This design comes from an exercise in tuning for small area and a short achievable clock period on the open sky130 flow, not from production work.
Where RTL was checked, it was by simulation tests only, not by an equivalence proof against the original.
The clock port is modelled as an ideal driver; clocking choices that lean on that would not hold on a real chip.
Power and IR drop assume default switching activity.

== lane 5 ==
==> module operand_select, before the edit <==
module operand_select (
    input  logic               clk,
    input  logic               rst,
    input  logic               valid_i,
    input  exec_pkg::alu_op_t  alu_op_i,
    input  exec_pkg::src_a_t   src_a_i,
    input  exec_pkg::src_b_t   src_b_i,
    input  exec_pkg::fwd_t     fwd_a_i,
    input  exec_pkg::fwd_t     fwd_b_i,
    input  exec_pkg::fwd_t     fwd_st_i,
    input  logic               spc_clr_i,
    input  exec_pkg::word_t    rs_i,
    input  exec_pkg::word_t    rt_i,
    input  exec_pkg::word_t    ext_i,
    input  exec_pkg::word_t    pc_i,
    input  exec_pkg::word_t    fw_alu_i,
    input  exec_pkg::word_t    fw_mem_i,
    output logic               valid_o,
    output exec_pkg::ctrl_t    ctrl_o,
    output exec_pkg::word_t    p_o,         
    output exec_pkg::word_t    g_o,         
    output exec_pkg::word_t    store_o,
    output exec_pkg::word_t    spc_o
);
    exec_pkg::word_t st_fwd;
    exec_pkg::word_t link_addr;
    exec_pkg::word_t a_sel;
    exec_pkg::word_t b_sel;
    exec_pkg::ctrl_t ctrl;
    logic            zero_a;
    logic            zero_b;
    exec_pkg::word_t a_op;
    exec_pkg::word_t b_op;
    logic a_rs, a_fa, a_fm, a_link, a_ext, a_spc;
    logic b_rt, b_fa, b_fm, b_ext;
    logic s_rt, s_fa, s_fm;
    assign a_rs   = (src_a_i == exec_pkg::A_RS) & (fwd_a_i == exec_pkg::FWD_NONE);
    assign a_fa   = (src_a_i == exec_pkg::A_RS) & (fwd_a_i == exec_pkg::FWD_ALU);
    assign a_fm   = (src_a_i == exec_pkg::A_RS) & fwd_a_i[1];
    assign a_link = (src_a_i == exec_pkg::A_LINK);
    assign a_ext  = (src_a_i == exec_pkg::A_EXT);
    assign a_spc  = (src_a_i == exec_pkg::A_SPC);
    assign b_rt   = ~src_b_i[0] & (fwd_b_i == exec_pkg::FWD_NONE);
    assign b_fa   = ~src_b_i[0] & (fwd_b_i == exec_pkg::FWD_ALU);
    assign b_fm   = ~src_b_i[0] & fwd_b_i[1];
    assign b_ext  = src_b_i[0];
    assign s_rt   = (fwd_st_i == exec_pkg::FWD_NONE);
    assign s_fa   = (fwd_st_i == exec_pkg::FWD_ALU);
    assign s_fm   = fwd_st_i[1];
    exec_pkg::word_t carry;      
    assign carry[2:0] = 3'b100;
    for (genvar i = 3; i < 32; i++)
    begin : g_inc
        assign carry[i] = &pc_i[i-1:2];
    end
    assign link_addr = pc_i ^ carry;     
    assign a_sel = ({32{a_rs}}   & rs_i)
                 | ({32{a_fa}}   & fw_alu_i)
                 | ({32{a_fm}}   & fw_mem_i)
                 | ({32{a_link}} & link_addr)
                 | ({32{a_ext}}  & ext_i)
                 | ({32{a_spc}}  & spc_o);     
    assign b_sel = ({32{b_rt}}  & rt_i)
                 | ({32{b_fa}}  & fw_alu_i)
                 | ({32{b_fm}}  & fw_mem_i)
                 | ({32{b_ext}} & ext_i);
    assign st_fwd = ({32{s_rt}} & rt_i)
                  | ({32{s_fa}} & fw_alu_i)
                  | ({32{s_fm}} & fw_mem_i);
    always_comb
    begin
        ctrl = '0;
        case (alu_op_i)
            exec_pkg::ALU_PA,                                
            exec_pkg::ALU_PB,                                
            exec_pkg::ALU_XOR:  ctrl[1] = 1'b1;
            exec_pkg::ALU_ADD:  ctrl[3] = 1'b1;
            exec_pkg::ALU_SUB,
            exec_pkg::ALU_SUBU: begin ctrl[3] = 1'b1; ctrl[4] = 1'b1; end
            exec_pkg::ALU_OR:   begin ctrl[1] = 1'b1; ctrl[2] = 1'b1; end
            exec_pkg::ALU_AND:  ctrl[2] = 1'b1;
            exec_pkg::ALU_NOR:  ctrl[0] = 1'b1;
            exec_pkg::ALU_SLT:  begin ctrl[5] = 1'b1; ctrl[6] = 1'b1; ctrl[4] = 1'b1; end
            exec_pkg::ALU_SLTU: begin ctrl[5] = 1'b1; ctrl[4] = 1'b1; end
            exec_pkg::ALU_SLL:  ctrl[8] = 1'b1;
            exec_pkg::ALU_SRL:  ctrl[7] = 1'b1;
            exec_pkg::ALU_SRA:  begin ctrl[7] = 1'b1; ctrl[9] = 1'b1; end
            default: ;           
        endcase
    end
    exec_pkg::word_t b_rev;
    for (genvar i = 0; i < 32; i++)
    begin : g_rev
        assign b_rev[i] = ctrl[8] ? b_sel[32-1-i] : b_sel[i];
    end
    assign zero_a = (alu_op_i == exec_pkg::ALU_PB) | ctrl[8] | ctrl[7];
    assign zero_b = (alu_op_i == exec_pkg::ALU_PA);
    assign a_op   = a_sel & {32{~zero_a}};
    assign b_op   = (b_rev & {32{~zero_b}}) ^ {32{ctrl[4]}};
    always_ff @(posedge clk)
    begin
        if (!rst)
            spc_o <= '0;
        else if (spc_clr_i)
            spc_o <= '0;
        else if (valid_i)
            spc_o <= pc_i;
    end
    always_ff @(posedge clk)
    begin
        if (!rst)
            valid_o <= 1'b0;
        else
            valid_o <= valid_i;
    end
    always_ff @(posedge clk)
    begin
        ctrl_o  <= ctrl;
        p_o     <= a_op ^ b_op;
        g_o     <= {a_op[32-1:1] & b_op[32-1:1],
                    (a_op[0] & b_op[0]) | ((a_op[0] ^ b_op[0]) & ctrl[4])}
                 | {{(32-9){1'b0}},
                    {a_sel[4], 4'b0001 << a_sel[3:2], 4'b0001 << a_sel[1:0]}
                        & {9{ctrl[7] | ctrl[8]}}};
        store_o <= st_fwd;
    end
endmodule
export LEC_CHECK = 0
export CAP_MARGIN = 20
export CORE_MARGIN = 2
export CORE_UTILIZATION = 50
export CTS_BUF_LIST = sky130_fd_sc_hd__clkbuf_8
export CTS_CLUSTER_DIAMETER = 50
export CTS_CLUSTER_SIZE = 16
export SETUP_SLACK_MARGIN = 2.2
export SLEW_MARGIN = 20
create_clock -name core_clock -period 4.5 [get_ports {clk}]
standard.sh (not shown) runs the stock make flow with config.mk's settings and CLKGATE_MAP_FILE= SYNTH_SCRIPT=/design/flow/synth_recipe.tcl, a recipe that flattens the netlist after the stock synthesis.
==> flow/flow/run.sh <==
#!/bin/bash
# The standard layout (standard.sh, ORFS) with these changes:
#  - synthesis: the ABC mapping step runs flow/map.abc (a delay-driven
#    &nf mapping with area recovery) instead of ORFS's abc_speed script,
#    and no full/half adder cells are extracted (ADDER_MAP_FILE empty), so
#    the RTL's prefix adder reaches ABC as gates. Registers, their names
#    and cell types are as in the standard flow's synthesis.
#  - every port gets the smallest buffer, sky130_fd_sc_hd__buf_1
#  - the resizer may swap cells of any footprint (MATCH_CELL_FOOTPRINT=0)
#  - after CTS, flow/skew.tcl gives the result register (result_o) a later
#    clock through extra clock buffers, lending time to the paths from the
#    operand registers into it, then repairs timing again
# Each tool's output goes to a log file in this folder (flow.log, and
# ORFS's per-step logs under orfs/logs).
set -euo pipefail
HERE=$(pwd)

# synthesis script: the standard flow's, with the ABC script swapped
sed -e 's#^source \$::env(SCRIPTS_DIR)/synth_preamble.tcl$#&\nset abc_args [lreplace $abc_args 1 1 $::env(MY_ABC_SCRIPT)]#' \
    "$FLOW_HOME/scripts/synth.tcl" > my_synth_body.tcl
grep -q MY_ABC_SCRIPT my_synth_body.tcl
sed -e "s#^source \$::env(SCRIPTS_DIR)/synth.tcl\$#source $HERE/my_synth_body.tcl#" \
    synth_recipe.tcl > my_synth_recipe.tcl
grep -q my_synth_body my_synth_recipe.tcl

sed -e "s#SYNTH_SCRIPT=[^ ]*#SYNTH_SCRIPT=$HERE/my_synth_recipe.tcl MATCH_CELL_FOOTPRINT=0#" standard.sh > my_standard.sh
grep -q my_synth_recipe my_standard.sh

export MY_ABC_SCRIPT="$HERE/flow/map.abc"
export BUFFER_PORTS_ARGS="-buffer_cell sky130_fd_sc_hd__buf_1"
export ADDER_MAP_FILE=""
# after CTS: the result register's clock arrives later (flow/skew.tcl)
export POST_CTS_TCL="$HERE/flow/skew.tcl"
export SKEW_STAGES=2
export SKEW_CELL=sky130_fd_sc_hd__clkbuf_4
bash my_standard.sh > flow.log 2>&1
Other scripts of this flow, unchanged in this note and not shown: flow/flow/map.abc, flow/flow/skew.tcl
Input changes introduced in lane 3 (baseline for comparison: lane 5):
--- a/flow/design.v
+++ b/flow/design.v
@@ -232,18 +232,17 @@
     end
     assign zero_a = (alu_op_i == exec_pkg::ALU_PB) | ctrl[8] | ctrl[7];
     assign zero_b = (alu_op_i == exec_pkg::ALU_PA);
     assign a_op   = a_sel & {32{~zero_a}};
     assign b_op   = (b_rev & {32{~zero_b}}) ^ {32{ctrl[4]}};
+    logic spc_load;
+    logic spc_hold;
+    assign spc_load = rst & ~spc_clr_i & valid_i;
+    assign spc_hold = rst & ~spc_clr_i & ~valid_i;
     always_ff @(posedge clk)
     begin
-        if (!rst)
-            spc_o <= '0;
-        else if (spc_clr_i)
-            spc_o <= '0;
-        else if (valid_i)
-            spc_o <= pc_i;
+        spc_o <= ({32{spc_load}} & pc_i) | ({32{spc_hold}} & spc_o);
     end
     always_ff @(posedge clk)
     begin
         if (!rst)
             valid_o <= 1'b0;
Re met3 track demand over resource in global routing: lane 5 was lower than lane 3.
Lane 5 → lane 3: maximum net fanout on the critical path now smaller; die area now smaller.
Lower final critical path time including I/O delays and setup among lane 5 and lane 3: lane 3
Fraction of power consumed by the clock network | lane 3 above lane 5
Summary: with lane 5 as the reference, via count in lane 3 moved up slightly.
Comparing average wire length per cell after detail routing for lane 5 and lane 3, the bigger number came from lane 3.
The critical path depth number comes out higher for lane 3 vs lane 5.
Only the layout flow was run in lane 3; the RTL was not checked for function there.

==> afterwards: timing with drivers on the ports <==
The results above use ideal ports. As a check the final layouts listed here were re-extracted and re-timed, cells and wires unchanged.
Step 1 assumes that a clkbuf_16 drives the clock port and a buf_2 every other input.
Step 2, shift: input delay + t, output delay - t, t = (earliest + latest rising clock arrival at the registers) / 2. This alone moves slack from input paths to output paths.
a / b / c = ideal / step 1 / step 2; a / b = the first two.
run | t (ns) | slack for setup (ns) | worst setup path after step 2 | latest minus earliest clock arrival (ns)
lane 5 | 0.752 | 2.249 / 2.221 / 1.519 | input to register | 0.298 / 0.299
lane 3 | 0.742 | 2.269 / 2.236 / 1.511 | input to register | 0.300 / 0.300
In lane 3 the clock reaches the registers at very different times; t lies between them, and the last value is a rough guide only. For lane 3, which loses most, drivers alone change the setup slack by -0.033 ns; drivers and shift together by -0.758 ns.
